This is an optimization exercise on Yosys and OpenROAD, whose aim is small area, a short achievable clock period and few clock cycles, not a production implementation.
No functional check of the RTL was part of any run shown here.
No activity file was given, so power comes from the tool's default toggle rates.

### design/flow/config.mk
export PLATFORM = sky130hd
export DESIGN_NAME = word_length_histogram
export DESIGN_NICKNAME = word_length_histogram
export VERILOG_FILES = /design/flow/design.v
export SDC_FILE = /design/flow/constraint.sdc
export NUM_CORES = 4
export LEC_CHECK = 0
export CAP_MARGIN = 20
export CORE_MARGIN = 2
export CORE_UTILIZATION = 40
export SETUP_SLACK_MARGIN = 4.5
export SLEW_MARGIN = 20
### design/flow/constraint.sdc
create_clock -name core_clock -period 7.0 [get_ports {clk}]
set_input_delay 1.4000 -clock core_clock [delete_from_list [all_inputs] [get_ports {clk}]]
set_output_delay 1.4000 -clock core_clock [all_outputs]
set_load 0.01 [all_outputs]
### design/flow/design.v
package wlh_pkg;
  localparam int NUM_BINS    = 16;
  localparam int COUNT_WIDTH = 20;
  localparam int LEN_W       = 7;
  localparam int BAR_W       = 7;
  localparam int CHAR_W      = 8;
  localparam int BIN_AW      = (NUM_BINS > 1) ? $clog2(NUM_BINS) : 1;
  localparam int NUM_W       = COUNT_WIDTH + BAR_W;
  localparam int STEP_W      = $clog2(BAR_W);
  localparam logic [LEN_W-1:0]       LEN_MAX   = {LEN_W{1'b1}};
  localparam logic [COUNT_WIDTH-1:0] COUNT_MAX = {COUNT_WIDTH{1'b1}};
  localparam logic [CHAR_W-1:0] CHAR_SPACE   = 8'h20;
  localparam logic [CHAR_W-1:0] CHAR_TAB     = 8'h09;
  localparam logic [CHAR_W-1:0] CHAR_NEWLINE = 8'h0A;
  localparam logic ACT_TEXT   = 1'b0;
  localparam logic ACT_REPORT = 1'b1;
  typedef struct packed {
    logic              action;
    logic [CHAR_W-1:0] char_code;
  } in_item_t;
  typedef struct packed {
    logic [LEN_W-1:0]       word_length;
    logic [COUNT_WIDTH-1:0] word_count;
    logic [BAR_W-1:0]       bar_length;
    logic [COUNT_WIDTH-1:0] overflow_words;
    logic                   last_bin;
  } out_item_t;
endpackage
import wlh_pkg::*;
module word_length_histogram (
  input  logic                     clk,
  input  logic                     rst,
  input  logic                     start,
  input  wlh_pkg::in_item_t        cmd,
  output logic                     busy,
  input  logic                     cfg_wr_en,
  input  logic [wlh_pkg::BAR_W-1:0] cfg_wr_data,
  output logic                     result_strobe,
  output wlh_pkg::out_item_t       result
);
  localparam int SIDE_W = 3;
  localparam int DW     = 23;    
  function automatic logic [COUNT_WIDTH-1:0] sat_inc(input logic [COUNT_WIDTH-1:0] v);
    sat_inc = (v == COUNT_MAX) ? COUNT_MAX : v + COUNT_WIDTH'(1);
  endfunction
  function automatic logic [22:0] add23(input logic [22:0] a, input logic [22:0] b,
                                        input logic ci);
    logic [22:0] g, p, gg, pp;
    g = a & b;
    p = a ^ b;
    gg = g;
    pp = p;
    gg[0] = g[0] | (p[0] & ci);
    for (int l = 0; l < 5; l++) begin
      for (int i = 0; i < 23; i++) begin
        if (((i >> l) & 1) == 1) begin
          gg[i] = gg[i] | (pp[i] & gg[((i >> l) << l) - 1]);
          pp[i] = pp[i] & pp[((i >> l) << l) - 1];
        end
      end
    end
    add23 = p ^ {gg[21:0], ci};
  endfunction
  logic accept, is_sep;
  logic a_char, a_sep, a_eot, a_eot_n;
  assign accept  = start && !busy;
  assign is_sep  = (cmd.char_code == CHAR_SPACE) || (cmd.char_code == CHAR_TAB) ||
                   (cmd.char_code == CHAR_NEWLINE);
  assign a_eot_n = accept && cmd.action == ACT_REPORT;
  always_ff @(posedge clk) begin
    if (rst) begin
      a_char <= 1'b0;
      a_sep  <= 1'b0;
      a_eot  <= 1'b0;
    end else begin
      a_char <= accept && cmd.action == ACT_TEXT && !is_sep;
      a_sep  <= accept && cmd.action == ACT_TEXT && is_sep;
      a_eot  <= a_eot_n;
    end
  end
  logic [BAR_W-1:0]       max_bar_height;
  logic [4:0]             len;           
  logic                   ge;            
  logic [COUNT_WIDTH-1:0] ovf;
  logic [COUNT_WIDTH-1:0] peak_run;
  logic [COUNT_WIDTH-1:0] bin  [NUM_BINS];    
  logic [SIDE_W-1:0]      side [NUM_BINS];
  logic                   wr_pend;
  logic [BIN_AW-1:0]      wr_b;
  logic [COUNT_WIDTH-1:0] rd_data;
  logic                   pend;          
  logic                   st;            
  logic                   rep_on;        
  logic                   clr;           
  logic [4:0]             ld_b;          
  logic                   mg;            
  logic                   mgc;           
  logic [BIN_AW-1:0]      mg_b;          
  logic [SIDE_W-1:0]      mg_side;       
  logic [4:0]             out_b;         
  logic                   dv_run;
  logic [2:0]             step;
  logic [COUNT_WIDTH-1:0] c;
  logic                   cz;
  logic                   ceq;
  logic                   first;
  logic [COUNT_WIDTH-1:0] hc;            
  logic [COUNT_WIDTH-1:0] r;
  logic [BAR_W-1:0]       q;
  logic [COUNT_WIDTH-1:0] peak_rep;
  logic [COUNT_WIDTH-1:0] ovf_rep;
  logic we_bin, we_ovf, side_cls, we_main, fwd, load;
  logic [BIN_AW-1:0]      raddr;
  logic [COUNT_WIDTH-1:0] rmux;
  assign we_bin   = a_sep && (len != 5'd0) && (len != 5'd17);
  assign we_ovf   = a_sep && (len == 5'd17);
  assign side_cls = rep_on && ge;
  assign we_main  = we_bin && !side_cls;
  assign fwd      = mg && (len[3:0] == mg_b);
  assign load  = rep_on && (clr || (!dv_run && !a_sep));
  assign raddr = a_sep ? len[3:0] : ld_b[3:0];
  assign rmux  = bin[raddr];
  logic [COUNT_WIDTH-1:0] wdata;
  logic [COUNT_WIDTH-1:0] inc_val;
  assign inc_val = sat_inc(rd_data);
  assign wdata   = wr_pend ? inc_val : COUNT_WIDTH'(mgc ? '0 : mg_side);
  always_ff @(posedge clk) begin
    for (int b = 0; b < NUM_BINS; b++) begin
      if ((wr_pend && wr_b == BIN_AW'(b)) || (mg && mg_b == BIN_AW'(b))) begin
        bin[b] <= wdata;
      end
    end
  end
  always_ff @(posedge clk) begin
    for (int b = 0; b < NUM_BINS; b++) begin
      if (mg && mg_b == BIN_AW'(b)) begin
        side[b] <= '0;
      end else if (we_bin && side_cls && len[3:0] == BIN_AW'(b)) begin
        side[b] <= side[b] + SIDE_W'(1);
      end
    end
  end
  always_ff @(posedge clk) begin
    rd_data <= fwd ? COUNT_WIDTH'(mg_side) : rmux;
    wr_b    <= len[3:0];
  end
  always_ff @(posedge clk) begin
    if (rst) begin
      max_bar_height <= BAR_W'(16);
    end else if (cfg_wr_en) begin
      max_bar_height <= cfg_wr_data;
    end
  end
  logic [4:0] len_n;
  logic [4:0] ld_b_n;
  always_comb begin
    len_n = len;
    if (a_char) begin
      if (len != 5'd17) len_n = len + 5'd1;
    end else if (a_sep || a_eot) begin
      len_n = '0;
    end
  end
  always_ff @(posedge clk) begin
    if (rst) begin
      len      <= '0;
      ge       <= 1'b0;
      ovf      <= '0;
      wr_pend  <= 1'b0;
      peak_run <= '0;
    end else begin
      len     <= len_n;
      ge      <= (len_n >= ld_b_n);
      wr_pend <= we_main;
      if (st) begin
        ovf <= '0;
      end else if (we_ovf) begin
        ovf <= sat_inc(ovf);
      end
      if (st) begin
        peak_run <= '0;
      end else if (wr_pend) begin
        if (rd_data == peak_run) peak_run <= inc_val;
      end else if (mg && !mgc) begin
        if (COUNT_WIDTH'(mg_side) > peak_run) peak_run <= COUNT_WIDTH'(mg_side);
      end
    end
  end
  logic pend_n, rep_on_n, dv_run_n, mg_n, clr_n;
  always_comb begin
    pend_n   = (pend && !st) || a_eot;
    rep_on_n = st || (rep_on && !(load && ld_b == 5'd16));
    clr_n    = clr && !(load && ld_b == 5'd16);
    mg_n     = load;
    if (load && !clr) dv_run_n = 1'b1;
    else if (dv_run && step == 3'd0) dv_run_n = 1'b0;
    else dv_run_n = dv_run;
    if (st) ld_b_n = 5'd1;
    else if (load) ld_b_n = ld_b + 5'd1;
    else ld_b_n = ld_b;
  end
  always_ff @(posedge clk) begin
    if (rst) begin
      pend          <= 1'b0;
      st            <= 1'b0;
      rep_on        <= 1'b1;
      clr           <= 1'b1;
      ld_b          <= 5'd1;
      mg            <= 1'b0;
      mgc           <= 1'b0;
      dv_run        <= 1'b0;
      busy          <= 1'b1;
      result_strobe <= 1'b0;
    end else begin
      pend          <= pend_n;
      st            <= pend_n && !rep_on_n && !dv_run_n && !mg_n;
      rep_on        <= rep_on_n;
      clr           <= clr_n;
      mg            <= mg_n;
      mgc           <= load && clr;
      dv_run        <= dv_run_n;
      busy          <= clr_n || ((a_eot_n || pend_n) &&
                                 (rep_on_n || dv_run_n || mg_n || (a_eot_n && pend_n)));
      result_strobe <= dv_run && step == 3'd0;
      ld_b          <= ld_b_n;
    end
  end
  always_ff @(posedge clk) begin
    if (load) begin
      mg_b    <= ld_b[3:0];
      mg_side <= side[ld_b[3:0]];
    end
  end
  logic [DW-1:0]          da, db, np1, np2, s1, k1, s2, k2, t0, t1, t2;
  logic [1:0]             d;
  logic [BAR_W-1:0]       qn;
  logic [BAR_W-2:0]       q_inc;
  logic [COUNT_WIDTH-1:0] rn;
  logic [2:0]             step_n;
  always_comb begin
    da  = {2'b00, r, 1'b0};
    db  = {3'b000, hc};
    np1 = ~{3'b000, peak_rep};
    np2 = ~{2'b00, peak_rep, 1'b0};
    s1  = da ^ db ^ np1;
    k1  = {((da[DW-2:0] & db[DW-2:0]) | (da[DW-2:0] & np1[DW-2:0]) | (db[DW-2:0] & np1[DW-2:0])), 1'b0};
    s2  = da ^ db ^ np2;
    k2  = {((da[DW-2:0] & db[DW-2:0]) | (da[DW-2:0] & np2[DW-2:0]) | (db[DW-2:0] & np2[DW-2:0])), 1'b0};
    t0  = add23(da, db, 1'b0);
    t1  = add23(s1, k1, 1'b1);
    t2  = add23(s2, k2, 1'b1);
    if (!t2[DW-1]) begin
      d  = 2'd2;
      rn = t2[COUNT_WIDTH-1:0];
    end else if (!t1[DW-1]) begin
      d  = 2'd1;
      rn = t1[COUNT_WIDTH-1:0];
    end else begin
      d  = 2'd0;
      rn = t0[COUNT_WIDTH-1:0];
    end
    q_inc  = q[BAR_W-2:0] + (BAR_W-1)'(1);
    qn     = d[1] ? {q_inc, 1'b0} : {q[BAR_W-2:0], d[0]};
    step_n = load ? 3'd5 : step - 3'd1;
  end
  always_ff @(posedge clk) begin
    if (st) begin
      peak_rep <= peak_run;
      ovf_rep  <= ovf;
    end
    if (load || dv_run) begin
      hc <= max_bar_height[step_n] ? (load ? rmux : c) : '0;
    end
    if (load && !clr) begin
      out_b <= ld_b;
    end
    if (load) begin
      c     <= rmux;
      q     <= '0;
      step  <= 3'd5;
      first <= 1'b1;
    end else if (dv_run) begin
      step  <= step - 3'd1;
      first <= 1'b0;
      if (first) begin
        cz  <= (c == '0);
        ceq <= (c == peak_rep);
      end
      if (step != 3'd0) begin
        q <= qn;
      end else if (cz) begin
        q <= '0;
      end else if (ceq) begin
        q <= (max_bar_height == '0) ? BAR_W'(1) : max_bar_height;
      end else begin
        q <= (qn == '0) ? BAR_W'(1) : qn;
      end
    end
  end
  always_ff @(posedge clk) begin
    r <= load ? (max_bar_height[6] ? rmux : '0) : rn;
  end
  assign result.word_length    = LEN_W'(out_b);
  assign result.word_count     = c;
  assign result.bar_length     = q;
  assign result.overflow_words = ovf_rep;
  assign result.last_bin       = out_b[4];
endmodule
### design/flow/run.sh
#!/bin/bash
# synth_recipe.tcl (not shown) runs the flow's synth.tcl, then flattens the netlist and writes it again
# the make line also repeats each setting of config.mk as NAME=value (left out here)
make -C /OpenROAD-flow-scripts/flow DESIGN_CONFIG=/design/flow/config.mk WORK_HOME=/design/flow/orfs CLKGATE_MAP_FILE= SYNTH_SCRIPT=/design/flow/synth_recipe.tcl finish
==> run notes, run 1 <==
The post-synthesis async set-or-reset flop share came out at 0. For this run, the number of Yosys warnings is 3. The data required time of the worst path came out at 7.49 ns.

Ranked by total cell area, the synthesized netlist is headed by sky130_fd_sc_hd__edfxtp_1, sky130_fd_sc_hd__dfxtp_1, sky130_fd_sc_hd__ha_1, sky130_fd_sc_hd__fa_1, sky130_fd_sc_hd__nand2_1. The total power density per cell area is 255 mW/mm^2. The setup violation total in the final timing report is 0. The maximum net fanout on the critical path is 6. The commonest cells after synthesis are sky130_fd_sc_hd__edfxtp_1, sky130_fd_sc_hd__nand2_1, sky130_fd_sc_hd__dfxtp_1.

The count of nets left with antenna violations once routing finished came out at 0. The mapped netlist covers 0.0275 sq mm. Before antenna repair, the detailed router went through 6 iterations. The nature of the critical path startpoint is a flip-flop. The number of top-level pins is 77. The flow ran to the end and the layout has no timing, DRC or antenna violations. The xor and xnor fraction of the mapped netlist area came out at 0.0477. The final setup skew is 0.0387 ns. The detailed router finished its first iteration with around 2000 violations. The total half-perimeter wirelength after legalization and detailed placement is 52700 um. The via-per-instance ratio is 5.85. The proportion of synthesized area in mux cells is 0.0123. The post-CTS clock slew at the launch and capture registers of the worst setup and hold paths came out at 0.06 ns. The sum of routed wire length over all layers came out at 91100 um. The placeable core region is 0.0683 sq mm. The setup TNS is 0 ns. The post-synthesis compound-gate area fraction was 0.136. The number of antenna violations at the first check in global routing was 0.

The count of hold-fix buffers inserted at cts is 0. The endpoint type of the worst setup path is a flip-flop. The post-detailed-route wirelength per cell came out at 25.0 um.

The most used flip-flop cell after synthesis is sky130_fd_sc_hd__edfxtp_1. The fraction of synthesized cell area taken by the top area cell type is 0.430. The antenna diode count is 0.

The number of CTS-inserted buffers came out at 66. The library cell used as clock root buffer is sky130_fd_sc_hd__clkbuf_16. The number of enable flip-flop cells after synthesis came out at 394. The number of distinct standard cells referenced by the synthesized netlist came out at 85.

The pin count of the biggest net entering global routing is 49. In the synthesized netlist, the number of instances is about 2400. In this run the static leakage power is 0.0133 uW. Of the total synthesized cell area, the portion taken by AND, OR, NAND and NOR gates is 0.117. The largest family of logic cells by synthesized area is compound AO/OA/AOI/OAI gates. The number of storage elements in the synthesis netlist came out at 588. Yosys instantiated no cell more often than sky130_fd_sc_hd__edfxtp_1. Of the available clock period, the critical path in the final layout requires 0.496. The all-layer global routing usage is 0.253. The clock tree buffer depth came out at 3. The area share of fa/ha/maj cells after synthesis is 0.0814.

VDD sags by at most 0.207 mV. The total number of nets in the final design is 2882. The final period demand of the worst path is around 3.5 ns. For the pin with the worst max-slew slack, the measured transition is 1.12 ns. TritonCTS built the clock tree. The hold violation count in the final report is 0. The fmax is 0.288 GHz. Setup repair after global routing could not meet its margin everywhere.

Dividing the synthesized area by the synthesized cell count gives 11.7 sq um. The layout cell share with drive strength beyond 1 came out at 0.290. The total power after layout came out at between 9000 and 10000 uW.

The die area came out at slightly above 0.07 sq mm. The share of the Yosys chip area taken by registers is 0.571. The final count of pins violating max slew is 0. The number of max-cap violations came out at 0. The total overflow left after global routing is 0. The port buffer count came out at 74. The path class of the tightest hold or removal check is reg2reg. The routed layout has 21319 vias.

The y dimension of the die came out at 266 um. Data on the critical path arrives at its endpoint at 3.96 ns. The initial core utilization came out at 0.403. The site row count came out at 96.

After detailed routing, the number of remaining DRC violations is 0. The placer's final routability congestion estimate came out at 0.911. The insertion delay of the later-clocked pin in the worst-skew pair is 0.63 ns. The H-tree level count came out at 3. The area growth from synthesis to layout is 32.3%.

Counting the fill cells in the layout gives 5510. The horizontal extent of the die came out at around 270 um. The startpoint-to-endpoint class of the critical path is reg2reg. The biggest area contributor in the post-synthesis netlist is sky130_fd_sc_hd__edfxtp_1. The via count of the first global-routing pass came out at roughly 21000.

The max-slew headroom at the worst pin came out at 0.256. The sink count of the clock tree is 588. The global-route wire length before repair came out at 133000 um.
## routing by layer
| layer | GRT usage | routed length [um] | share of wire | vias up |
|---|---|---|---|---|
| met4 | 0.108 | 3870 | 0.042 | 0 |
| li1 | - | - | - | 9434 |
| met5 | 0 | 0 | 0 | - |
| met3 | 0.0470 | 7790 | 0.086 | 211 |
| met1 | 0.323 | 35700 | 0.39 | 10727 |
| met2 | 0.421 | 43700 | 0.48 | 947 |
## layout by cell type (no fill, tap or decap), types with 15 or more instances in the layout
cell,count
sky130_fd_sc_hd__edfxtp_1,394
sky130_fd_sc_hd__nand2_1,214
sky130_fd_sc_hd__buf_4,181
sky130_fd_sc_hd__nor2_1,168
sky130_fd_sc_hd__dfxtp_1,147
sky130_fd_sc_hd__inv_1,118
sky130_fd_sc_hd__a21oi_1,99
sky130_fd_sc_hd__buf_6,83
sky130_fd_sc_hd__xor2_1,82
sky130_fd_sc_hd__ha_1,74
sky130_fd_sc_hd__clkbuf_16,67
sky130_fd_sc_hd__xnor2_1,65
sky130_fd_sc_hd__a22oi_1,62
sky130_fd_sc_hd__fa_1,49
sky130_fd_sc_hd__o21ai_0,48
sky130_fd_sc_hd__buf_12,47
sky130_fd_sc_hd__a22o_1,45
sky130_fd_sc_hd__nand3_1,43
sky130_fd_sc_hd__a222oi_1,36
sky130_fd_sc_hd__dfxtp_4,32
sky130_fd_sc_hd__buf_2,28
sky130_fd_sc_hd__nand4_1,25
sky130_fd_sc_hd__nor2_4,21
sky130_fd_sc_hd__nor2b_1,20
sky130_fd_sc_hd__clkdlybuf4s50_1,20
sky130_fd_sc_hd__a21o_1,19
sky130_fd_sc_hd__nor3_1,18
sky130_fd_sc_hd__a21oi_2,18
sky130_fd_sc_hd__mux2i_1,18
sky130_fd_sc_hd__a21oi_4,17
sky130_fd_sc_hd__nor4_1,17
sky130_fd_sc_hd__o211ai_1,17
sky130_fd_sc_hd__ha_4,16
sky130_fd_sc_hd__clkbuf_1,16
sky130_fd_sc_hd__and3_1,15
sky130_fd_sc_hd__dfxtp_2,15
## report_power, final
group	switching (uW)	total, uW	internal (uW)	leakage [uW]
registers	148	3970	3820	0.00497
logic	937	1760	820	0.00728
clock network	1460	3550	2090	0.00108
## cells by family after synthesis
family	count (synthesis)
multiplexers	28
flip-flops	588
adder cells (fa/ha/maj)	148
buffers and inverters	231
AND/OR/NAND/NOR	683
AO/OA/AOI/OAI	530
other	1
XOR/XNOR	150
## final cells by class
type	count	area (sq um)	area share
clock buffers	87	1790	0.0492
clock inverters	31	422	0.0116
inverters	132	507	0.0139
multi-input cells	1547	12800	0.352
flip-flops and latches	588	15900	0.435
well taps	882	1100	0.0303
repair buffers	378	3910	0.107
repair inverters	1	7.51	0.000206
## final timing paths
kind / startpoint / end / slack (ns) / cells past startpoint
max: peak_rep[2]$_DFFE_PP_ / q[5]$_SDFFE_PP0P_ / 3.53 / 14
min: first$_SDFFE_PP1P_ / first$_SDFFE_PP1P_ / 0.45 / 1
max reg2reg: peak_rep[2]$_DFFE_PP_ / q[5]$_SDFFE_PP0P_ / 3.53 / 14
min reg2reg: first$_SDFFE_PP1P_ / first$_SDFFE_PP1P_ / 0.45 / 1
## stage by stage
stage,std cells,worst slack (ns),utilization,area [sq um],hold slack (ns)
2_1_floorplan,2360,3.87,-,27700,0.354
3_3_place_gp,3259,2.76,0.432,29500,0.435
3_5_place_dp,3260,2.74,0.432,29500,0.443
4_1_cts,3595,3.61,0.518,35400,0.456
5_1_grt,3646,3.45,0.533,36400,0.476
6_report,3646,3.53,0.533,36400,0.450
## timing repair
item / CTS / global route
pin swaps: 138 / 100
setup endpoints to repair: 653 / 420
resized for setup: 635 / 116
setup buffers: 203 / 51
gates cloned: 14 / 0
## flip-flops by register name, indices dropped and copies added (netlist names), 7 cells and up
register and count:
peak_rep 20, ovf_rep 20, max_bar_height 7, peak_run 20, ovf 20, side 48
r 20, q 7, bin 320, rd_data 20, c 20, hc 20
## worst max-delay path, stage by stage (launching register included)
cell	delay, ns
sky130_fd_sc_hd__edfxtp_1	0.44
sky130_fd_sc_hd__buf_6	0.15
sky130_fd_sc_hd__fa_1	0.50
sky130_fd_sc_hd__inv_2	0.05
sky130_fd_sc_hd__ha_4	0.28
sky130_fd_sc_hd__o211ai_1	0.16
sky130_fd_sc_hd__a211oi_4	0.30
sky130_fd_sc_hd__o21bai_4	0.10
sky130_fd_sc_hd__a211oi_4	0.29
sky130_fd_sc_hd__buf_12	0.16
sky130_fd_sc_hd__buf_6	0.09
sky130_fd_sc_hd__o211a_4	0.18
sky130_fd_sc_hd__mux2_4	0.30
sky130_fd_sc_hd__a221oi_2	0.25
sky130_fd_sc_hd__nor2_1	0.06
==> run 2: changes to the inputs <==
--- a/design/flow/config.mk
+++ b/design/flow/config.mk
@@ -11,2 +11,3 @@
 export SETUP_SLACK_MARGIN = 4.5
 export SLEW_MARGIN = 20
+export TNS_END_PERCENT = 5
==> run notes, run 2 <==
Summed over all nets, the switching power comes to 2360 uW. The flow ran to the end and the layout has no timing, DRC or antenna violations. The endpoint type of the worst setup path is a flip-flop.

In this run the worst hold path is classified as reg2reg. Hold repair after CTS inserted 0 buffers. The sink count of the clock tree is 588. The H-tree level count came out at 2.

The global-route wire length before repair came out at about 120000 um. Yosys mapped the design onto 85 distinct sky130hd cell types. The post-detailed-route wirelength per cell is 23.9 um. The commonest cells after synthesis are sky130_fd_sc_hd__edfxtp_1, sky130_fd_sc_hd__nand2_1, sky130_fd_sc_hd__dfxtp_1. The number of max-cap violations came out at 0. The total half-perimeter wirelength after legalization and detailed placement came out at 52700 um. The Yosys step of the flow raised 3 warnings. The detailed-route DRC error count came out at 0. Of all flip-flops after synthesis, the portion carrying an async set or reset was 0. The sum of routed wire length over all layers came out at 83600 um. The share of synthesized area in the top cell type comes to 0.430. The critical path starts at hc[4]$_SDFFCE_PN0P_. The detailed-routing iteration count for the pre-antenna-repair pass is 7.

The clock tree from TritonCTS is built. The post-synthesis cell area came out at 0.0275 sq mm. The number of antenna violations at the first check in global routing is 1. The synthesized design contains 394 enable-type register cells. The number of placed cells counting well taps is approximately 3300.

The horizontal extent of the die came out at 266 um. The DRC violation total after the first TritonRoute iteration is 2020. The launch instance of the worst min-delay path is peak_run[2]$_SDFFE_PP0P_. Dividing total power by cell area gives a power density of around 260 mW/mm^2.

The total overflow reported by the global router came out at 0. In this run the core area contains 96 standard-cell rows. The die area came out at a little over 0.07 sq mm. sky130_fd_sc_hd__edfxtp_1 takes more of the synthesized area than any other cell. Setup repair after global routing could not meet its margin everywhere. The part of the Yosys area used for sequential elements is 0.571. The design draws 8690 uW. The port buffer count came out at 74.

The setup TNS is 0 ns. The portion of total power attributed to sequential cells came out at 0.457. The start of the worst register-to-register path is hc[4]$_SDFFCE_PN0P_. In this run the deepest clock path goes through 3 buffers. The number of CTS-inserted buffers is 60.

The routed layout has 20333 vias. After synthesis, the cell types taking the most area are sky130_fd_sc_hd__edfxtp_1, sky130_fd_sc_hd__dfxtp_1, sky130_fd_sc_hd__ha_1, sky130_fd_sc_hd__fa_1, sky130_fd_sc_hd__nand2_1. The placer's final routability congestion estimate is 0.900.

The register with the most flip-flops in the final layout is bin. The worst setup path is launched from a flip-flop. Along the worst path, the maximum fanout reaches 4. The worst flop-to-flop path endpoint is r[17]$_DFF_P_.

The slew at the pin with the worst max-slew slack came out at 1.12 ns. The average footprint of a synthesized cell came out at between 10 and 15 sq um. The power share of the combinational group is 0.159. The endpoint arrival time on the critical path is 3.88 ns.

The setup violation total in the final timing report is 0. The initial core utilization came out at 0.403. The most used flip-flop cell after synthesis is sky130_fd_sc_hd__edfxtp_1.

The area growth from synthesis to layout is 22.3%. The core region is 0.0683 sq mm. The path with the worst hold slack has its endpoint at peak_rep[2]$_DFFE_PP_.

The startpoint-to-endpoint class of the critical path is reg2reg. The library cell used most frequently in the layout, excluding fill and tap cells, is sky130_fd_sc_hd__edfxtp_1. The layout cell share with drive strength beyond 1 is 0.178. In the layout the commonest cells are sky130_fd_sc_hd__edfxtp_1, sky130_fd_sc_hd__nand2_1, sky130_fd_sc_hd__dfxtp_1. The number of storage elements in the synthesis netlist is 588. The via count of the first global-routing pass is about 20000.

The number of standard cells in the final layout excluding fillers is approximately 3500. The final period demand of the worst path is 3.38 ns. In this run the remaining antenna-violating nets after routing total 0.

The number of cell instances on the worst register-to-register path came out at 11. The largest registers in the layout are bin x320, side x48. The dominant cell by count in the synthesized netlist is sky130_fd_sc_hd__edfxtp_1.

The max-slew headroom at the worst pin came out at 0.251. The post-CTS clock slew at the launch and capture registers of the worst setup and hold paths came out at 0.07 ns. The tree is rooted in a sky130_fd_sc_hd__clkbuf_16. The internal power is approximately 6300 uW. The data required time of the worst path is approximately 7.5 ns. The final count of pins violating max slew came out at 0. The via-per-instance ratio came out at 5.81. The pin count of the biggest net entering global routing is 49.

The hold path depth came out at 0. The clock reaches the later pin of the worst-skew pair after roughly 0.68 ns. The share of total power dissipated in the clock network is 0.384. After technology mapping, the gate count stands at 2359. The leakage power of the design is 0.0121 uW. The die is ~270 um tall. Fill cells in the final layout number ~6000. The hold violation count in the final report was 0. The worst supply voltage drop on vdd came out at 0.210 mV. The setup slack of the most critical reg-to-reg path came out at 3.62 ns.

The final worst-path cycle share came out at 0.484. The register with the most flip-flops in the layout has 320 of them. The fmax came out at 0.295 GHz. For this run, the post-layout net count is approximately 2700. Across the routed clock network, the largest skew measured is 0.0787 ns.

77 I/O pins were placed. Across every metal layer, demand over resource in global routing totals 0.232. The switching power share of the total is 0.272.
run 2: area by class of cell:
type,count,area [sq um],area share
timing repair buffer,239,2300,0.0683
sequential,588,15700,0.467
inverter,132,500,0.0149
clock inverter,38,472,0.0140
multi-input combinational,1544,12000,0.355
antenna,2,5.00,0.000149
clock buffer,73,1590,0.0472
tap,882,1100,0.0328
timing repair inverter,1,5.00,0.000149
run 2: power groups by stage:
stage | Combinational [uW] | Clock (uW) | Sequential (uW)
2_1_floorplan | 721 | 0 | 3980
3_3_place_gp | 1110 | 0 | 4030
3_5_place_dp | 1120 | 0 | 4030
4_1_cts | 1330 | 3380 | 3960
5_1_grt | 1480 | 3500 | 3980
6_report | 1380 | 3340 | 3970
run 2: critical path, cell delays in order, from the launching register on:
cell and delay (ns):
sky130_fd_sc_hd__edfxtp_1 0.50, sky130_fd_sc_hd__ha_1 0.31, sky130_fd_sc_hd__and2_1 0.17, sky130_fd_sc_hd__a221oi_2 0.46, sky130_fd_sc_hd__a21oi_1 0.24, sky130_fd_sc_hd__a21oi_1 0.49, sky130_fd_sc_hd__nand2b_1 0.14, sky130_fd_sc_hd__fa_1 0.40
sky130_fd_sc_hd__xor2_1 0.17, sky130_fd_sc_hd__nand2_1 0.06, sky130_fd_sc_hd__o211ai_1 0.08, sky130_fd_sc_hd__a32o_1 0.25
run 2: cells by family after synthesis:
group                    share of synthesized area
AND/OR/NAND/NOR                              0.117
adder cells (fa/ha/maj)                     0.0814
buffers and inverters                       0.0346
AO/OA/AOI/OAI                                0.136
multiplexers                                0.0123
flip-flops                                   0.571
other                                     0.000136
XOR/XNOR                                    0.0477
run 2: worst max path at each step:
stage	endpoint	slack, ns	cells after the start
6_report	r[17]$_DFF_P_	3.62	11
5_1_grt	r[16]$_DFF_P_	3.49	13
4_1_cts	q[0]$_SDFFE_PP0P_	3.62	10
3_5_place_dp	q[2]$_SDFFE_PP0P_	2.94	12
3_3_place_gp	hc[0]$_SDFFCE_PN0P_	2.95	10
2_1_floorplan	r[16]$_DFF_P_	3.86	12
run 2: metrics by stage:
| stage | instance area (sq um) | util | hold WS, ns | setup WS (ns) |
|---|---|---|---|---|
| 2_1_floorplan | 27600 | - | 0.354 | 3.86 |
| 6_report | 33700 | 0.493 | 0.460 | 3.62 |
| 5_1_grt | 33700 | 0.493 | 0.470 | 3.49 |
| 3_3_place_gp | 29500 | 0.432 | 0.434 | 2.95 |
| 3_5_place_dp | 29500 | 0.432 | 0.446 | 2.94 |
| 4_1_cts | 33300 | 0.487 | 0.460 | 3.62 |
run 2: repair_timing:
item                                    CTS  global route
gates cloned                              6             1
resized for setup                       184            45
pin swaps                                65            19
endpoints found under the setup margin  656           622
setup buffers                            91            22
hold endpoints to repair                  0             0
run 2: per-layer routing:
metal	part of all wire	vias up	wire [um]	track usage
met3	0.064	155	5380	0.0288
met2	0.49	788	40900	0.394
met5	0	-	0	0
met1	0.42	10253	35000	0.309
met4	0.028	0	2350	0.0711
li1	-	9137	-	-
==> run 3: changes to the inputs <==
--- a/design/flow/design.v
+++ b/design/flow/design.v
@@ -39,5 +39,6 @@
   output wlh_pkg::out_item_t       result
 );
-  localparam int SIDE_W = 3;
+  localparam int SIDE_W = 2;
+  localparam int OVS_W  = 3;
   localparam int DW     = 23;    
   function automatic logic [COUNT_WIDTH-1:0] sat_inc(input logic [COUNT_WIDTH-1:0] v);
@@ -109,5 +110,6 @@
   logic [BAR_W-1:0]       q;
   logic [COUNT_WIDTH-1:0] peak_rep;
-  logic [COUNT_WIDTH-1:0] ovf_rep;
+  logic [OVS_W-1:0]       ovf_side;      
+  logic                   ovf_mode;      
   logic we_bin, we_ovf, side_cls, we_main, fwd, load;
   logic [BIN_AW-1:0]      raddr;
@@ -132,4 +134,12 @@
     end
   end
+  logic side_full;
+  always_comb begin
+    side_full = 1'b0;
+    for (int b = 0; b < NUM_BINS; b++) begin
+      if (side[b] == '1) side_full = 1'b1;
+      if (we_bin && side_cls && len[3:0] == BIN_AW'(b) && side[b] == SIDE_W'(2)) side_full = 1'b1;
+    end
+  end
   always_ff @(posedge clk) begin
     for (int b = 0; b < NUM_BINS; b++) begin
@@ -152,4 +162,6 @@
     end
   end
+  logic ovf_end;
+  assign ovf_end = result_strobe && out_b[4];
   logic [4:0] len_n;
   logic [4:0] ld_b_n;
@@ -167,4 +179,6 @@
       ge       <= 1'b0;
       ovf      <= '0;
+      ovf_side <= '0;
+      ovf_mode <= 1'b0;
       wr_pend  <= 1'b0;
       peak_run <= '0;
@@ -173,8 +187,15 @@
       ge      <= (len_n >= ld_b_n);
       wr_pend <= we_main;
-      if (st) begin
-        ovf <= '0;
+      if (ovf_end) begin
+        ovf      <= COUNT_WIDTH'(ovf_side) + COUNT_WIDTH'(we_ovf);
+        ovf_side <= '0;
       end else if (we_ovf) begin
-        ovf <= sat_inc(ovf);
+        if (ovf_mode) ovf_side <= ovf_side + OVS_W'(1);
+        else          ovf <= sat_inc(ovf);
+      end
+      if (st) begin
+        ovf_mode <= 1'b1;
+      end else if (ovf_end) begin
+        ovf_mode <= 1'b0;
       end
       if (st) begin
@@ -220,5 +241,5 @@
       mgc           <= load && clr;
       dv_run        <= dv_run_n;
-      busy          <= clr_n || ((a_eot_n || pend_n) &&
+      busy          <= clr_n || side_full || ((a_eot_n || pend_n) &&
                                  (rep_on_n || dv_run_n || mg_n || (a_eot_n && pend_n)));
       result_strobe <= dv_run && step == 3'd0;
@@ -233,9 +254,17 @@
   end
   logic [DW-1:0]          da, db, np1, np2, s1, k1, s2, k2, t0, t1, t2;
-  logic [1:0]             d;
-  logic [BAR_W-1:0]       qn;
+  logic [BAR_W-1:0]       qn, qd0, qd1, qd2;
+  logic [COUNT_WIDTH-1:0] rd01, rd2, r_init;
   logic [BAR_W-2:0]       q_inc;
   logic [COUNT_WIDTH-1:0] rn;
   logic [2:0]             step_n;
+  function automatic logic [BAR_W-1:0] qfix(input logic [BAR_W-1:0] v);
+    if (step != 3'd0)  qfix = v;
+    else if (cz)       qfix = '0;
+    else if (ceq)      qfix = (max_bar_height == '0) ? BAR_W'(1) : max_bar_height;
+    else if (v == '0)  qfix = BAR_W'(1);
+    else               qfix = v;
+  endfunction
+  assign r_init = max_bar_height[6] ? rmux : '0;
   always_comb begin
     da  = {2'b00, r, 1'b0};
@@ -250,16 +279,12 @@
     t1  = add23(s1, k1, 1'b1);
     t2  = add23(s2, k2, 1'b1);
-    if (!t2[DW-1]) begin
-      d  = 2'd2;
-      rn = t2[COUNT_WIDTH-1:0];
-    end else if (!t1[DW-1]) begin
-      d  = 2'd1;
-      rn = t1[COUNT_WIDTH-1:0];
-    end else begin
-      d  = 2'd0;
-      rn = t0[COUNT_WIDTH-1:0];
-    end
-    q_inc  = q[BAR_W-2:0] + (BAR_W-1)'(1);
-    qn     = d[1] ? {q_inc, 1'b0} : {q[BAR_W-2:0], d[0]};
+    q_inc = q[BAR_W-2:0] + (BAR_W-1)'(1);
+    qd0   = qfix({q[BAR_W-2:0], 1'b0});
+    qd1   = qfix({q[BAR_W-2:0], 1'b1});
+    qd2   = qfix({q_inc, 1'b0});
+    rd01  = load ? r_init : (t1[DW-1] ? t0[COUNT_WIDTH-1:0] : t1[COUNT_WIDTH-1:0]);
+    rd2   = load ? r_init : t2[COUNT_WIDTH-1:0];
+    rn    = t2[DW-1] ? rd01 : rd2;
+    qn    = t2[DW-1] ? (t1[DW-1] ? qd0 : qd1) : qd2;
     step_n = load ? 3'd5 : step - 3'd1;
   end
@@ -267,5 +292,4 @@
     if (st) begin
       peak_rep <= peak_run;
-      ovf_rep  <= ovf;
     end
     if (load || dv_run) begin
@@ -287,22 +311,14 @@
         ceq <= (c == peak_rep);
       end
-      if (step != 3'd0) begin
-        q <= qn;
-      end else if (cz) begin
-        q <= '0;
-      end else if (ceq) begin
-        q <= (max_bar_height == '0) ? BAR_W'(1) : max_bar_height;
-      end else begin
-        q <= (qn == '0) ? BAR_W'(1) : qn;
-      end
+      q <= qn;
     end
   end
   always_ff @(posedge clk) begin
-    r <= load ? (max_bar_height[6] ? rmux : '0) : rn;
+    r <= rn;
   end
   assign result.word_length    = LEN_W'(out_b);
   assign result.word_count     = c;
   assign result.bar_length     = q;
-  assign result.overflow_words = ovf_rep;
+  assign result.overflow_words = ovf;
   assign result.last_bin       = out_b[4];
 endmodule
==> run notes, run 3 <==
The run finished with no timing, DRC or antenna violations. In this run, synthesis inferred 373 flip-flops with an integrated enable. In this run the cell area of the synthesized design comes to 0.0270 sq mm.

The part of the Yosys area used for sequential elements came out at 0.549. The final count of pins violating max slew is 0. In this run the most used layer during global routing was met2.

For met3 alone, demand over resource in global routing was 0.0324. After the first detailed-routing iteration, the DRC count stood at 1994. The share of synthesized area in the top cell type comes to 0.414. The slew at the pin with the worst max-slew slack came out at 1.07 ns. The flip-flop count of the largest register, all copies and words added is 320. The worst-case IR drop observed on VDD is between 0.15 and 0.2 mV. The sink count of the clock tree came out at 555. The register with the highest flop count is bin. Of all cell types, the one taking the most synthesized area is sky130_fd_sc_hd__edfxtp_1. The horizontal extent of the die came out at 264 um. The endpoint identified for the worst register-to-register timing path is r[16]$_DFF_P_.

The first detailed-routing pass ran for 9 iterations. The met2 layer usage reported by global route came out at 0.390. The maximum net fanout on the critical path is 2. The final worst-path cycle share came out at 0.495. The setup TNS is 0 ns. The total number of nets in the final design is 2694. The worst hold path begins at first$_SDFFE_PP1P_. The antenna diode count came out at 0. The worst path in the final design needs a cycle of approximately 3.5 ns, including I/O delays and setup.

Dividing total power by cell area gives a power density of 250 mW/mm^2. The average footprint of a synthesized cell came out at roughly 12 sq um. The number of distinct standard cells referenced by the synthesized netlist is 99. At the worst endpoint, the arrival time is 3.98 ns. The number of storage elements in the synthesis netlist came out at 555. Ranked by total cell area, the synthesized netlist is headed by sky130_fd_sc_hd__edfxtp_1, sky130_fd_sc_hd__dfxtp_1, sky130_fd_sc_hd__ha_1, sky130_fd_sc_hd__fa_1, sky130_fd_sc_hd__nor2_1.

The root buffer cell chosen for the clock tree is sky130_fd_sc_hd__clkbuf_16. The met1 usage is 0.310. Using the TritonRoute via totals, the vias-per-cell ratio works out to a little under 6. The initial core utilization came out at 0.403.

The layout cell share with drive strength beyond 1 came out at 0.172. Counting cells, the worst reg-to-reg path comes to 13. The worst slack after detailed placement came out at 2.89 ns. Data on the critical path is required at its endpoint by 7.51 ns.

The fmax came out at between 0.2 and 0.3 GHz. The site row count is between 90 and 100. Across the run, the number of max-cap violations was 0. The pin count of the biggest net entering global routing is 50. The H-tree generated during clock tree synthesis spans 2 levels. Summing all multi-input logic gate instances after layout gives 0.0120 sq mm. The worst min-delay path category is reg2reg.

The setup violation total in the final timing report is 0. The post-synthesis async set-or-reset flop share came out at 0. The number of top-level pins came out at 77.

The most used flip-flop cell after synthesis is sky130_fd_sc_hd__edfxtp_1. In the post-synthesis netlist, the cell with the most instances is sky130_fd_sc_hd__edfxtp_1. In this run the tool buffered the top-level ports with 74 buffer cells. The setup slack of the most critical reg-to-reg path is 3.53 ns. The via count came out at 20029. The placer's final routability congestion estimate is 0.938.

The global-route wire length before repair is 125000 um. The region available for standard cell placement spans 0.0670 sq mm. The max-slew headroom at the worst pin is 0.284. Clock tree synthesis inserted a total of 58 buffers. The via count of the first global-routing pass came out at 19859. Across the routed clock network, the largest skew measured is 0.0230 ns.

TritonCTS built the clock tree. The number of inserted filler cells in the final layout came out at about 5800. Summed over all nets, the half-perimeter wirelength after detailed placement is 52800 um. Leaving out fill and tap cells, the most frequent cell in the layout is sky130_fd_sc_hd__edfxtp_1. The count of nets left with antenna violations after detail routing is 0. The cell count after synthesis came out at 2306. The total overflow reported by the global router is 0. Sorting the synthesized cells by how often they occur yields sky130_fd_sc_hd__edfxtp_1, sky130_fd_sc_hd__dfxtp_1, sky130_fd_sc_hd__nor2_1. The detailed-route DRC error count is 0. In this run the critical register-to-register path is launched from hc[13]$_SDFFCE_PN0P_. Along the worst hold path, the cell count comes to 2. After detailed routing, the total wire length is 83300 um. The worst setup path is captured at a flip-flop. The post-detailed-route wirelength per cell came out at between 20 and 25 um. In the final layout, flip-flops and latches occupy 0.0149 sq mm. The number of antenna violations at the first check in global routing is 1. The hold violation count in the final report came out at 0. Leaving out fill and tap cells, the most frequent cells in the layout are sky130_fd_sc_hd__edfxtp_1, sky130_fd_sc_hd__nor2_1, sky130_fd_sc_hd__dfxtp_1. The insertion delay of the later-clocked pin in the worst-skew pair came out at ~0.63 ns. The total number of yosys warnings is 3. The die area came out at 0.0697 sq mm.

In the post-route analysis, the smallest setup slack over all paths is 3.53 ns. The clock tree buffer depth came out at 3. Compared with the post-synthesis result, the final layout area differs by 21.1%. The post-CTS clock slew at the launch and capture registers of the worst setup and hold paths came out at 0.06 ns. STA classifies the critical path startpoint as a flip-flop. Setup repair after global routing could not meet its margin everywhere. The largest registers in the layout are bin x320, side x32.

The worst hold path terminates at first$_SDFFE_PP1P_. The y dimension of the die is 264 um. For this run, the total global-route usage over all layers was measured as 0.235.

The leakage power of the design is 0.0120 uW. The setup path with the least slack is of type reg2reg.
run 3: changes by cell type in the layout (fill, tap and decap cells not counted), sizes merged, moves of 17 or more:
cell and change:
nor2 -17, mux2i +18, nand2 -78, edfxtp -21, inv +33, xor2 -33
o21ai +18, ha +19, a211oi +28, a21oi -29
run 3: metal layers:
metal / share of wire / vias to the layer above
met2: 0.47 / 886
met1: 0.41 / 9979
met5: 0 / -
met4: 0.044 / 0
li1: - / 8958
met3: 0.073 / 206
run 3: logic make-up (layout without fill, tap and decap cells):
| kind of cell | after synthesis | count (layout) | share of synthesized area |
|---|---|---|---|
| DFF | 555 | 555 | 0.549 |
| buffers and inverters | 262 | 508 | 0.0431 |
| AOI/OAI and AO/OA | 548 | 550 | 0.148 |
| and+or+nand+nor | 609 | 609 | 0.113 |
| xor gates and xnor gates | 122 | 122 | 0.0395 |
| other | 1 | 2 | 0.000139 |
| adders and majority gates | 167 | 167 | 0.0917 |
| muxes | 42 | 42 | 0.0162 |
run 3: worst max-delay path, cell delays in order (launching register included):
cell and delay [ns]:
sky130_fd_sc_hd__edfxtp_1 0.38, sky130_fd_sc_hd__inv_2 0.07, sky130_fd_sc_hd__fa_1 0.58, sky130_fd_sc_hd__inv_2 0.06, sky130_fd_sc_hd__ha_4 0.21, sky130_fd_sc_hd__a21o_1 0.20, sky130_fd_sc_hd__a211oi_2 0.20, sky130_fd_sc_hd__or3b_4 0.42
sky130_fd_sc_hd__o21ai_4 0.21, sky130_fd_sc_hd__o21bai_2 0.11, sky130_fd_sc_hd__fa_2 0.45, sky130_fd_sc_hd__mux2i_2 0.21, sky130_fd_sc_hd__a21oi_1 0.10, sky130_fd_sc_hd__a21o_1 0.15
run 3: area by class of cell:
type | count | area share
clock inverters | 33 | 0.0104
repair buffers | 235 | 0.0704
clock buffers | 75 | 0.0469
flip-flops and latches | 555 | 0.454
well taps | 873 | 0.0333
inverters | 165 | 0.0191
multi-input cells | 1492 | 0.366
run 3: repair_timing:
item                       in CTS  in global routing
hold buffers                    0                  0
resized for setup             181                 34
cloned                          5                  1
buffers inserted               86                 18
hold endpoints to repair        0                  0
pin swaps                      75                 31
setup endpoints to repair     620                629
run 3: worst max path at each step:
stage | from | to | slack, ns | depth (start not counted)
global route | hc[13]$_SDFFCE_PN0P_ | r[16]$_DFF_P_ | 3.40 | 13
finish | hc[13]$_SDFFCE_PN0P_ | r[16]$_DFF_P_ | 3.53 | 13
global placement | peak_rep[11]$_DFFE_PP_ | r[12]$_DFF_P_ | 2.94 | 11
CTS | peak_rep[13]$_DFFE_PP_ | r[16]$_DFF_P_ | 3.56 | 12
floorplan | peak_rep[13]$_DFFE_PP_ | r[17]$_DFF_P_ | 3.79 | 13
detailed placement | a_sep$_SDFF_PP0_ | ge$_SDFF_PP0_ | 2.89 | 15
run 3: power by group:
| part | switching, uW | leakage [uW] | internal (uW) |
|---|---|---|---|
| Combinational | 781 | 0.00640 | 592 |
| Sequential | 144 | 0.00469 | 3600 |
| Clock | 1310 | 0.000914 | 1770 |
run 3: through the flow:
step	utilization	hold WS, ns	area (sq um)	power, uW	instances
finish	0.489	0.453	32800	8200	3428
global route	0.489	0.488	32800	8470	3428
CTS	0.484	0.454	32400	8180	3409
detailed placement	0.432	0.443	28900	4920	3210
global placement	0.432	0.438	28900	4910	3210
floorplan	-	0.332	27100	4480	2307
==> run 4: changes to the inputs <==
--- a/design/flow/config.mk
+++ b/design/flow/config.mk
@@ -9,5 +9,5 @@
 export CORE_MARGIN = 2
 export CORE_UTILIZATION = 40
-export SETUP_SLACK_MARGIN = 4.5
+export SETUP_SLACK_MARGIN = 4.8
 export SLEW_MARGIN = 20
-export TNS_END_PERCENT = 5
+export TNS_END_PERCENT = 1
==> run notes, run 4 <==
The number of enable flip-flop cells after synthesis came out at 373. The buffering stage count on the worst path with inverters included is 2. The largest registers in the layout are bin x320, side x32. The die covers between 0.06 and 0.07 sq mm. The floorplan has 95 rows. The number of standard cells in the final layout excluding fillers is 3429. In the layout the commonest cells are sky130_fd_sc_hd__edfxtp_1, sky130_fd_sc_hd__nor2_1, sky130_fd_sc_hd__dfxtp_1.

The final worst-path cycle share came out at 0.489. During synthesis, Yosys emitted a total of 3 warnings. The clock tree from TritonCTS is built. The switching power share of the total came out at 0.268. The number of storage elements in the synthesis netlist came out at between 500 and 600. The most common library cell in the layout ignoring fill and taps is sky130_fd_sc_hd__edfxtp_1. The critical path is of the reg2reg type.

The hold violation count in the final report came out at 0. The post-CTS clock slew at the launch and capture registers of the worst setup and hold paths came out at around 0.060 ns. The final count of pins violating max slew came to 0. The power share of the combinational group came out at 0.157. After the first detailed-routing iteration, the DRC count stood at about 2100.

Setup violations remaining at the end of the flow were counted as 0. The endpoint arrival time on the critical path came out at 3.98 ns. sky130_fd_sc_hd__edfxtp_1 is the most common cell in the netlist.

0 antenna diodes ended up in the layout. The post-detailed-route wirelength per cell is between 20 and 25 um. Clock tree synthesis inserted a total of 57 buffers. In this run the power density over the cells is between 200 and 250 mW/mm^2. The number of placed cells counting well taps came out at 3209. The critical path goes through inv_1 > fa_2 > inv_2 > ha_4 > a21o_1 > a211oi_2 > or3b_4 > o21ai_4 > o21bai_1 > fa_2 > mux2i_4 > a21oi_2 > a21o_1. The delay contributed by the slowest stage of the critical path came out at 0.58 ns. bin holds more flip-flops than any other register. The hold path depth is 2. The detailed-routing iteration count for the pre-antenna-repair pass is 6. Tracing the worst setup path back leads to its startpoint at hc[12]$_SDFFCE_PN0P_.

After clock tree synthesis, the flow added hold-fix buffers numbering 0. The layout cell share with drive strength beyond 1 is 0.178. The most used flip-flop cell after synthesis is sky130_fd_sc_hd__edfxtp_1. The post-synthesis async set-or-reset flop share is 0.

The global-route wire length before repair is 122000 um. Of the post-synthesis cell area, the part taken by muxes is 0.0162. Each instance of the synthesized netlist takes up on average 11.7 sq um. Static timing analysis puts the maximum clock frequency at 0.292 GHz. The analysis attributes to cell leakage a power of 0.0121 uW. The detailed router placed 19784 vias in this run. The tree is rooted in a sky130_fd_sc_hd__clkbuf_16. The insertion delay of the later-clocked pin in the worst-skew pair is 0.63 ns. Yosys attributes the largest share of cell area to sky130_fd_sc_hd__edfxtp_1, sky130_fd_sc_hd__dfxtp_1, sky130_fd_sc_hd__ha_1, sky130_fd_sc_hd__fa_1, sky130_fd_sc_hd__nor2_1. The start of the worst register-to-register path is hc[12]$_SDFFCE_PN0P_. Entering global routing, the biggest net connects 35 pins. The final period demand of the worst path came out at 3.43 ns. The congestion estimate from routability-driven global placement came to ~0.90. Power comes to between 8000 and 9000 uW. The share of power burned in the clock network came out at 0.385. The count of nets left with antenna violations after detail routing came out at 0. The number of gates on the worst path with buffers counted is 13. For the worst setup path, the data required time is 7.56 ns. In this run the most critical hold path is launched from first$_SDFFE_PP1P_. The number of top-level pins came out at 77. The worst supply voltage drop on vdd is about 0.18 mV.

The switching power of the nets came out at 2200 uW. The post-synthesis cell area came out at 0.0270 sq mm. The number of cells on the worst reg-to-reg path is 13.

The synthesized netlist contains 99 unique library cells. The flow ran to the end and the layout has no timing, DRC or antenna violations. The via count of the first global-routing pass is 19775. Once detailed placement completed, the half-perimeter wirelength came to 53100 um. The final setup skew came out at just over 0.03 ns. Counting instances in the post-synthesis netlist gives the leading cell types as sky130_fd_sc_hd__edfxtp_1, sky130_fd_sc_hd__dfxtp_1, sky130_fd_sc_hd__nor2_1. The maximum net fanout on the critical path came out at 2. The internal power came out at 6000 uW. The core region is 0.0670 sq mm. The initial core utilization came out at 0.403. The detailed-route DRC error count is 0. The number of max-cap violations is 0. The clock net in this run drives a total of 555 sinks. Of the total synthesized cell area, the portion taken by XOR and XNOR cells is 0.0395. The portion of total power attributed to sequential cells came out at 0.458.

The part of the Yosys area used for sequential elements came out at 0.549. The horizontal extent of the die came out at 264 um. The sum of routed wire length over all layers is around 82000 um. After synthesis, the largest family of logic cells by area is compound AO/OA/AOI/OAI gates. The worst flop-to-flop path endpoint is r[16]$_DFF_P_. The area share of and/or/nand/nor cells after synthesis is 0.113.

Setup repair after global routing could not meet its margin everywhere. The fraction of synthesized cell area taken by the top area cell type came out at 0.414. The port buffer count came out at 74. The tightest min-delay check is of the reg2reg type.

Measured against its own limit, the worst slew margin works out to 0.205. The clock tree synthesis step divided the H-tree into 2 levels. The worst hold path terminates at first$_SDFFE_PP1P_. The via-per-instance ratio came out at 5.77.

Counting the fill cells in the layout gives 5860. For this run, the total global-route usage over all layers was measured as 0.230. The flip-flop count of the largest register, all copies and words added came out at 320. The total overflow reported by the global router came out at 0.

The worst setup path is captured at a flip-flop. After the last flow step, the layout net total stands at 2698. Synthesis handed over a netlist of ~2300 instances. sky130_fd_sc_hd__edfxtp_1 takes more of the synthesized area than any other cell. The y dimension of the die is around 260 um. The cell family contributing the most delay on the critical path is adder cells. Setup total negative slack on the finished layout was measured at 0 ns.

The area share of fa/ha/maj cells after synthesis is 0.0917. The setup slack of the most critical reg-to-reg path is 3.57 ns. The number of antenna violations at the first check in global routing is 2. The nature of the critical path startpoint is a flip-flop. On the critical path, the stage with the largest delay is an instance of sky130_fd_sc_hd__fa_2. Counting along the longest clock path gives a buffer depth of 3.

The post-synthesis compound-gate area fraction is 0.148. From synthesis to final layout, the design area changed by 21.4%. At the pin with the least slew margin, the transition time is 1.19 ns.
run 4: changes by cell type in the layout (fill, tap and decap cells not counted), moves of 6 or more:
cell,before,now
sky130_fd_sc_hd__a21oi_2,15,7
sky130_fd_sc_hd__a21oi_4,2,10
sky130_fd_sc_hd__buf_4,116,136
sky130_fd_sc_hd__buf_6,25,12
sky130_fd_sc_hd__clkbuf_1,16,8
sky130_fd_sc_hd__clkinv_1,11,3
sky130_fd_sc_hd__clkinv_2,10,16
run 4: logic make-up (layout without fill, tap and decap cells):
family	Yosys count	count (layout)
and+or+nand+nor	609	609
DFF	555	555
AOI/OAI and AO/OA	548	548
buffers and inverters	262	511
adders and majority gates	167	167
xor gates and xnor gates	122	122
muxes	42	42
other	1	2
run 4: repair_timing:
action / 4_1_cts / 5_1_grt
setup endpoints to repair: 781 / 757
endpoints found under the hold margin: 0 / 0
pin swaps: 29 / 43
gates cloned: 4 / 1
resized for setup: 93 / 94
buffers inserted: 61 / 50
run 4: worst max path at each step:
| stage | slack (ns) | end |
|---|---|---|
| after global placement | 2.88 | r[12]$_DFF_P_ |
| after floorplan | 3.80 | r[17]$_DFF_P_ |
| after global routing | 3.48 | q[2]$_SDFFE_PP0P_ |
| after detailed placement | 2.92 | r[12]$_DFF_P_ |
| after CTS | 3.53 | r[16]$_DFF_P_ |
| final | 3.57 | r[16]$_DFF_P_ |
run 4: final cells by class:
cell class,count,area [sq um],area share
inverters,165,636,0.0194
multi-input cells,1490,12000,0.364
repair buffers,242,2340,0.0713
clock buffers,67,1480,0.0452
clock inverters,37,433,0.0132
well taps,873,1090,0.0333
flip-flops and latches,555,14900,0.453
run 4: stage by stage:
step	hold slack, ns	util	instance area, sq um	worst slack (ns)
finish	0.451	0.490	32800	3.57
global route	0.491	0.490	32800	3.48
CTS	0.451	0.476	31900	3.53
detailed placement	0.442	0.433	29000	2.92
global placement	0.440	0.433	29000	2.88
floorplan	0.332	-	27200	3.80
run 4: per-layer routing:
metal / GRT usage / wire length (um) / vias to the layer above
met5: 0 / 0 / -
met4: 0.0659 / 2190 / 0
met3: 0.0343 / 5920 / 144
met2: 0.396 / 40400 / 737
met1: 0.300 / 33500 / 9941
li1: - / - / 8962
run 4: tightest hold or removal path, stage by stage, from the launching register on:
cell	delay (ns)
sky130_fd_sc_hd__dfxtp_1	0.31
sky130_fd_sc_hd__inv_1	0.04
sky130_fd_sc_hd__o21ai_0	0.05
run 4: power by group through the flow:
stage	Clock, uW	Combinational (uW)	Sequential (uW)
after floorplan	0	720	3780
after global placement	0	1100	3820
after detailed placement	0	1110	3820
after CTS	3210	1190	3750
after global routing	3320	1380	3770
final	3160	1290	3750

## static timing again, ports no longer ideal
The flow's constraints put no driver on any port. The routed layouts listed below were extracted and timed again, unchanged, in two steps. Step 1: set_driving_cell puts a clkbuf_16 on clk and a buf_2 on each other input, an assumption about the parent block. Step 2 adds t to the input delays and takes it off the output delays; t is the mean of the earliest and latest rising clock arrival at the registers after step 1. Input paths then give back, and output paths get back, about the clock's delay inside the block. a / b / c = no drivers / after step 1 / after step 2; a / b = the first two.
run | t, ns | slack for setup (ns) | latest minus earliest clock arrival (ns)
run 1 | 0.669 | 3.527 / 3.527 / 3.527 | 0.043 / 0.043
run 2 | 0.701 | 3.615 / 3.615 / 3.615 | 0.078 / 0.079
run 3 | 0.674 | 3.532 / 3.532 / 3.532 | 0.024 / 0.024
run 4 | 0.676 | 3.574 / 3.574 / 3.574 | 0.036 / 0.037
After both steps setup and hold are still met in every run listed.
